From an optimization exercise on the open Yosys and OpenROAD flow, aimed at small area; shortcuts taken in it are not production practice.
Function was checked by simulation only, so behaviour that the tests miss may differ from the original.
Power is estimated from default activity; no workload was simulated.

## run a
==> flow/design.v <==
package uart_cmd_pkg;
    localparam int CLK_FREQ     = 50_000_000;
    localparam int BAUD_RATE    = 3_125_000;
    localparam int CLKS_PER_BIT = CLK_FREQ / BAUD_RATE;     
    localparam int PAYLOAD_BITS = 8;
    localparam int ADDR_BITS    = 7;
    localparam int MEM_DEPTH    = 1 << ADDR_BITS;
    localparam int CLK_CNT_BITS = $clog2(CLKS_PER_BIT);
    localparam int BIT_CNT_BITS = $clog2(PAYLOAD_BITS);
    typedef logic [PAYLOAD_BITS-1:0] byte_t;
    typedef logic [ADDR_BITS-1:0]    addr_t;
    typedef enum logic {
        OP_READ  = 1'b0,
        OP_WRITE = 1'b1
    } opcode_e;
    typedef enum logic [2:0] {
        RX_IDLE, RX_START, RX_DATA, RX_PARITY, RX_STOP
    } rx_state_e;
    typedef enum logic [2:0] {
        TX_IDLE, TX_START, TX_DATA, TX_PARITY, TX_STOP
    } tx_state_e;
endpackage
`timescale 1ns/1ps
module uart_cmd_slave (
    input  logic clk,
    input  logic rst_n,
    input  logic rx,
    output logic tx
);
    localparam logic [3:0] RS_IDLE  = 4'd13;
    localparam logic [3:0] RS_START = 4'd8;
    localparam logic [3:0] RS_STOP  = 4'd14;
    logic [3:0] rs;
    logic [3:0] rclk;
    logic       byte_valid;
    logic [7:0] rx_byte;
    logic       r_tick;
    logic       r_last;
    assign r_tick = rclk == 4'd15;
    assign r_last = rs == 4'd0 && r_tick;      
    always_ff @(posedge clk or negedge rst_n) begin
        if (!rst_n) begin
            rs         <= RS_IDLE;
            rclk       <= '0;
            byte_valid <= 1'b0;
        end else begin
            byte_valid <= 1'b0;
            rclk       <= rclk + 1'b1;
            if (rs == RS_IDLE) begin
                rclk <= 4'd8;
                if (!rx) rs <= RS_START;
            end else if (r_tick) begin
                rs <= (rs == RS_START && rx) ? RS_IDLE : rs - 1'b1;
                if (rs == RS_STOP) byte_valid <= 1'b1;
            end
        end
    end
    always_ff @(posedge clk) begin
        if (!rs[3] && r_tick) rx_byte <= {rx_byte[6:0], rx};
    end
    logic data_pending;
    logic rd_cmd;
    logic wr_cmd;
    logic rd_valid;
    always_ff @(posedge clk or negedge rst_n) begin
        if (!rst_n) begin
            data_pending <= 1'b0;
            rd_cmd       <= 1'b0;
            wr_cmd       <= 1'b0;
            rd_valid     <= 1'b0;
        end else begin
            rd_cmd   <= byte_valid && !data_pending && !rx_byte[7];
            wr_cmd   <= byte_valid && data_pending;
            rd_valid <= rd_cmd;
            if (byte_valid) data_pending <= !data_pending && rx_byte[7];
        end
    end
    logic [6:0] addr;
    always_ff @(posedge clk) begin
        if (r_last && !data_pending) addr <= {rx_byte[5:0], rx};
    end
    logic [6:0] ph;
    logic [6:0] naddr;
    logic       wp;           
    logic       m32, m64, m128;
    logic [1:0] sel32;
    logic       sel64;
    logic [7:0] cap;          
    logic       cap_en;
    assign naddr  = ~addr;
    assign m32    = ph[4:0] == naddr[4:0];
    assign m64    = m32 && ph[5] == naddr[5];
    assign m128   = m64 && ph[6] == naddr[6];
    assign sel32  = naddr[6:5] - ph[6:5];
    assign sel64  = naddr[6] ^ ph[6];
    assign cap_en = !wr_cmd && !wp;
    always_ff @(posedge clk) begin
        ph <= ph + 1'b1;
    end
    always_ff @(posedge clk) begin
        if (wr_cmd) wp <= 1'b1;
        else if (m128) wp <= 1'b0;
    end
    for (genvar k = 0; k < 8; k++) begin : g_ring
        logic [127:0] ring;
        logic         t;       
        logic         m;       
        logic         c;
        always_ff @(posedge clk) begin
            ring <= {ring[126:0], (wp && m128) ? cap[k] : ring[127]};
        end
        if (k == 7) begin : g_t4
            always_comb begin
                case (sel32)
                    2'd0:    t = ring[127];
                    2'd1:    t = ring[95];
                    2'd2:    t = ring[63];
                    default: t = ring[31];
                endcase
            end
            assign m = m32;
        end else if (k >= 3) begin : g_t2
            assign t = sel64 ? ring[63] : ring[127];
            assign m = m64;
        end else begin : g_t1
            assign t = ring[127];
            assign m = m128;
        end
        always_ff @(posedge clk) begin
            if (byte_valid && data_pending) c <= rx_byte[k];
            else if (cap_en && m) c <= t;
        end
        assign cap[k] = c;
    end
    localparam logic [3:0] TS_IDLE = 4'd12;
    logic [3:0] ts;
    logic [3:0] tclk;
    logic       t_end;
    logic       par;
    assign t_end = tclk == 4'd15;
    always_ff @(posedge clk or negedge rst_n) begin
        if (!rst_n) begin
            ts   <= TS_IDLE;
            tclk <= '0;
            tx   <= 1'b1;
        end else begin
            tclk <= tclk + 1'b1;
            if (ts == TS_IDLE) begin
                tclk <= '0;
                if (rd_valid) begin
                    tx <= 1'b0;
                    ts <= 4'd7;
                end
            end else if (t_end) begin
                ts <= ts - 1'b1;
                if (!ts[3])           tx <= cap[ts[2:0]];
                else if (ts == 4'd15) tx <= par;
                else                  tx <= 1'b1;
            end
        end
    end
    always_ff @(posedge clk) begin
        if (ts == TS_IDLE) par <= 1'b0;
        else if (t_end && !ts[3]) par <= par ^ cap[ts[2:0]];
    end
endmodule
Settings: LEC_CHECK=0, CAP_MARGIN=20, CORE_MARGIN=2, CORE_UTILIZATION=40, SLEW_MARGIN=20; clock period 20.0 ns.
standard.sh (not shown) runs the stock make flow with config.mk's settings and CLKGATE_MAP_FILE= SYNTH_SCRIPT=/design/flow/synth_recipe.tcl, a recipe that flattens the netlist after the stock synthesis.
==> flow/flow/run.sh <==
#!/bin/bash
# Standard layout, with the clock tree built from clkbuf_8 buffers in clusters of at
# most 20 sinks and no dummy loads; non-critical gates downsized after global routing.
set -euo pipefail
bash standard.sh finish \
  "CTS_ARGS=-sink_clustering_enable -repair_clock_nets -dont_use_dummy_load -buf_list sky130_fd_sc_hd__clkbuf_8 -sink_clustering_size 20 -sink_clustering_max_diameter 60" \
  RECOVER_POWER=100 \
  > make_finish.log 2>&1
Input-level comparison between run b and run a:
--- a/flow/flow/run.sh
+++ b/flow/flow/run.sh
@@ -3 +3 @@
-# most 20 sinks and no dummy loads; non-critical gates downsized after global routing.
+# most 20 sinks and no dummy loads.
@@ -7 +6,0 @@
-  RECOVER_POWER=100 \
--- outcome ---
Comparing run b and run a, the higher fraction of layout cells with a size suffix above 1 was measured on run b. Switching power share of the total essentially unchanged between run b and run a. [compare] base=run a new=run b: final design area excluding fillers now sits at about the same level, total power stayed essentially flat. Comparing run a with run b, the routed wire length came out essentially unchanged. Compared with run a, in run b worst ir drop on vdd shows no meaningful change; share of the clock period used by the worst path now smaller; mapped cell area held steady.

========
Starts from the design.v that is shown in full above.
==> flow/config.mk <==
export PLATFORM = sky130hd
export DESIGN_NAME = uart_cmd_slave
export DESIGN_NICKNAME = uart_cmd_slave
export VERILOG_FILES = /design/flow/design.v
export SDC_FILE = /design/flow/constraint.sdc
export NUM_CORES = 4
export LEC_CHECK = 0
export CAP_MARGIN = 20
export CORE_MARGIN = 2
export CORE_UTILIZATION = 40
export SLEW_MARGIN = 20
==> flow/constraint.sdc <==
create_clock -name core_clock -period 20.0 [get_ports {clk}]
set_input_delay 4.0000 -clock core_clock [delete_from_list [all_inputs] [get_ports {clk}]]
set_output_delay 4.0000 -clock core_clock [all_outputs]
set_load 0.01 [all_outputs]
==> flow/flow/run.sh <==
#!/bin/bash
# Standard layout with three changes: combinational cells start at their
# smallest drive before repair_design (flow/downsize.tcl), the clock tree is
# built from clkbuf_8 buffers in clusters of at most 20 sinks with no dummy loads,
# and non-critical gates are downsized again after global routing.
set -euo pipefail
bash standard.sh finish \
  PRE_RESIZE_TCL=$PWD/flow/downsize.tcl \
  "CTS_ARGS=-sink_clustering_enable -repair_clock_nets -dont_use_dummy_load -buf_list sky130_fd_sc_hd__clkbuf_8 -sink_clustering_size 20 -sink_clustering_max_diameter 60" \
  RECOVER_POWER=100 \
  > make_finish.log 2>&1
==> flow/flow/downsize.tcl <==
# Swap every combinational cell for the smallest-area cell of the same
# function (same name stem, other drive strength). repair_design, which runs
# right after this, upsizes again wherever slew or capacitance needs it.
set dont_use_list [split $::env(DONT_USE_CELLS)]
set n_swapped 0
set saved 0.0
foreach inst [get_cells *] {
  set lc [get_lib_cells -of_objects $inst]
  if {$lc == "NULL" || $lc == ""} { continue }
  set name [get_name $lc]
  if {![regexp {^(sky130_fd_sc_hd__([a-z0-9]+))_([0-9]+)$} $name -> stem fn drv]} { continue }
  if {[regexp {^(df|edf|sdf|dl|sdl|conb|tap|fill|decap|clk|lpflow|diode|probe|bleeder)} $fn]} { continue }
  set best $lc
  set best_area [get_property $lc area]
  foreach cand [get_lib_cells ${stem}_*] {
    set cn [get_name $cand]
    if {![regexp "^${stem}_\[0-9\]+\$" $cn]} { continue }
    if {[lsearch -exact $dont_use_list $cn] >= 0} { continue }
    set a [get_property $cand area]
    if {$a < $best_area} {
      set best $cand
      set best_area $a
    }
  }
  if {$best != $lc} {
    set saved [expr {$saved + [get_property $lc area] - $best_area}]
    replace_cell $inst $best
    incr n_swapped
  }
}
puts "downsize: swapped $n_swapped cells, [format %.1f $saved] um2 less"
The baseline passed the timing, design-rule and antenna checks.
==> next run, changes <==
==> flow/flow/run.sh (replaced) <==
#!/bin/bash
# Standard layout with three changes: combinational cells start at their
# smallest drive before repair_design (flow/downsize.tcl), the clock tree is
# built from clkbuf_8 buffers in clusters of at most 23 sinks with no dummy loads,
# and non-critical gates are downsized again after global routing.
set -euo pipefail
bash standard.sh finish \
  PRE_RESIZE_TCL=$PWD/flow/downsize.tcl \
  "CTS_ARGS=-sink_clustering_enable -repair_clock_nets -dont_use_dummy_load -buf_list sky130_fd_sc_hd__clkbuf_8 -sink_clustering_size 23 -sink_clustering_max_diameter 60" \
  RECOVER_POWER=100 \
  > make_finish.log 2>&1
What happened: Power decreases by 0.99%; register-to-register slack gets worse by 20 ps; routed wire length hardly moves; sequential power stays flat; cell area drops by 0.33%; die area stays the same; area after synthesis does not change.

========
Another version of the RTL of uart_cmd_slave (not shown whole).
For scale: about 1200 cells after synthesis, about 4 I/O pins, roughly 0.023 mm^2 of cells after synthesis.
export LEC_CHECK = 0
export CAP_MARGIN = 20
export CORE_MARGIN = 2
export CORE_UTILIZATION = 40
export SLEW_MARGIN = 20
create_clock -name core_clock -period 20.0 [get_ports {clk}]
run.sh (not shown) runs the stock make flow with config.mk's settings and CLKGATE_MAP_FILE= SYNTH_SCRIPT=/design/flow/synth_recipe.tcl, a recipe that flattens the netlist after the stock synthesis.
Stock flow here: none of the scripts above is used.
The baseline went through all stages and came out clean.
Rerun with:
==> flow/flow/run.sh (new file) <==
#!/bin/bash
# Standard layout, with the clock tree built from clkbuf_8 buffers in clusters of at
# most 16 sinks and no dummy loads.
set -euo pipefail
bash standard.sh finish \
  "CTS_ARGS=-sink_clustering_enable -repair_clock_nets -dont_use_dummy_load -buf_list sky130_fd_sc_hd__clkbuf_8 -sink_clustering_size 16 -sink_clustering_max_diameter 50" \
  > make_finish.log 2>&1
==> flow/standard.sh (new file) <==
#!/bin/bash
# synth_recipe.tcl (not shown) runs the flow's synth.tcl, then flattens the netlist and writes it again
# the make line also repeats each setting of config.mk as NAME=value (left out here)
make -C /OpenROAD-flow-scripts/flow DESIGN_CONFIG=/design/flow/config.mk WORK_HOME=/design/flow/orfs CLKGATE_MAP_FILE= SYNTH_SCRIPT=/design/flow/synth_recipe.tcl "${@:-finish}"
removed: flow/run.sh
Worst hold slack gets worse by 0.050 ns.
Sequential power barely changes.
Via count went down by 3.0%.
Rerun with:
==> flow/flow/run.sh (replaced) <==
#!/bin/bash
# Standard layout, with the clock tree built from clkbuf_8 buffers in clusters of at
# most 20 sinks and no dummy loads.
set -euo pipefail
bash standard.sh finish \
  "CTS_ARGS=-sink_clustering_enable -repair_clock_nets -dont_use_dummy_load -buf_list sky130_fd_sc_hd__clkbuf_8 -sink_clustering_size 20 -sink_clustering_max_diameter 60" \
  > make_finish.log 2>&1
The new run produced a clean layout.
First-iteration DRC count fell by about 4.3%.
Wire length fell by 0.95%.
Worst hold slack got worse by 0.0055 ns.
Via count fell by about 1.5%.
Final area fell by 0.86%.

==> what the ideal ports hide <==
How much do the figures lean on ideal ports? The routed layouts below were timed once more, with nothing changed but the port constraints.
Step 1 assumes that a clkbuf_16 drives the clock port and a buf_2 every other input.
Step 2 also shifts input and output timing later by t, the mid clock arrival at the registers, as if the neighbouring blocks saw the same clock.
Slacks: ideal ports / drivers / drivers and shift; pairs: ideal ports / drivers.
run	t (ns)	slack for setup (ns)	worst setup path at the end
run a	0.708	14.075 / 14.022 / 14.729	register to output
run b	0.707	14.145 / 14.092 / 14.798	register to output
the first run of note 2	0.696	14.087 / 14.037 / 14.733	register to output
the second run of note 2	0.693	14.061 / 14.012 / 14.705	register to output
the first run of note 3	0.669	14.233 / 14.180 / 14.766	input to register
the second run of note 3	0.665	14.161 / 14.112 / 14.777	register to output
the third run of note 3	0.659	14.203 / 14.154 / 14.773	input to register
After both steps every run listed still meets setup and hold.
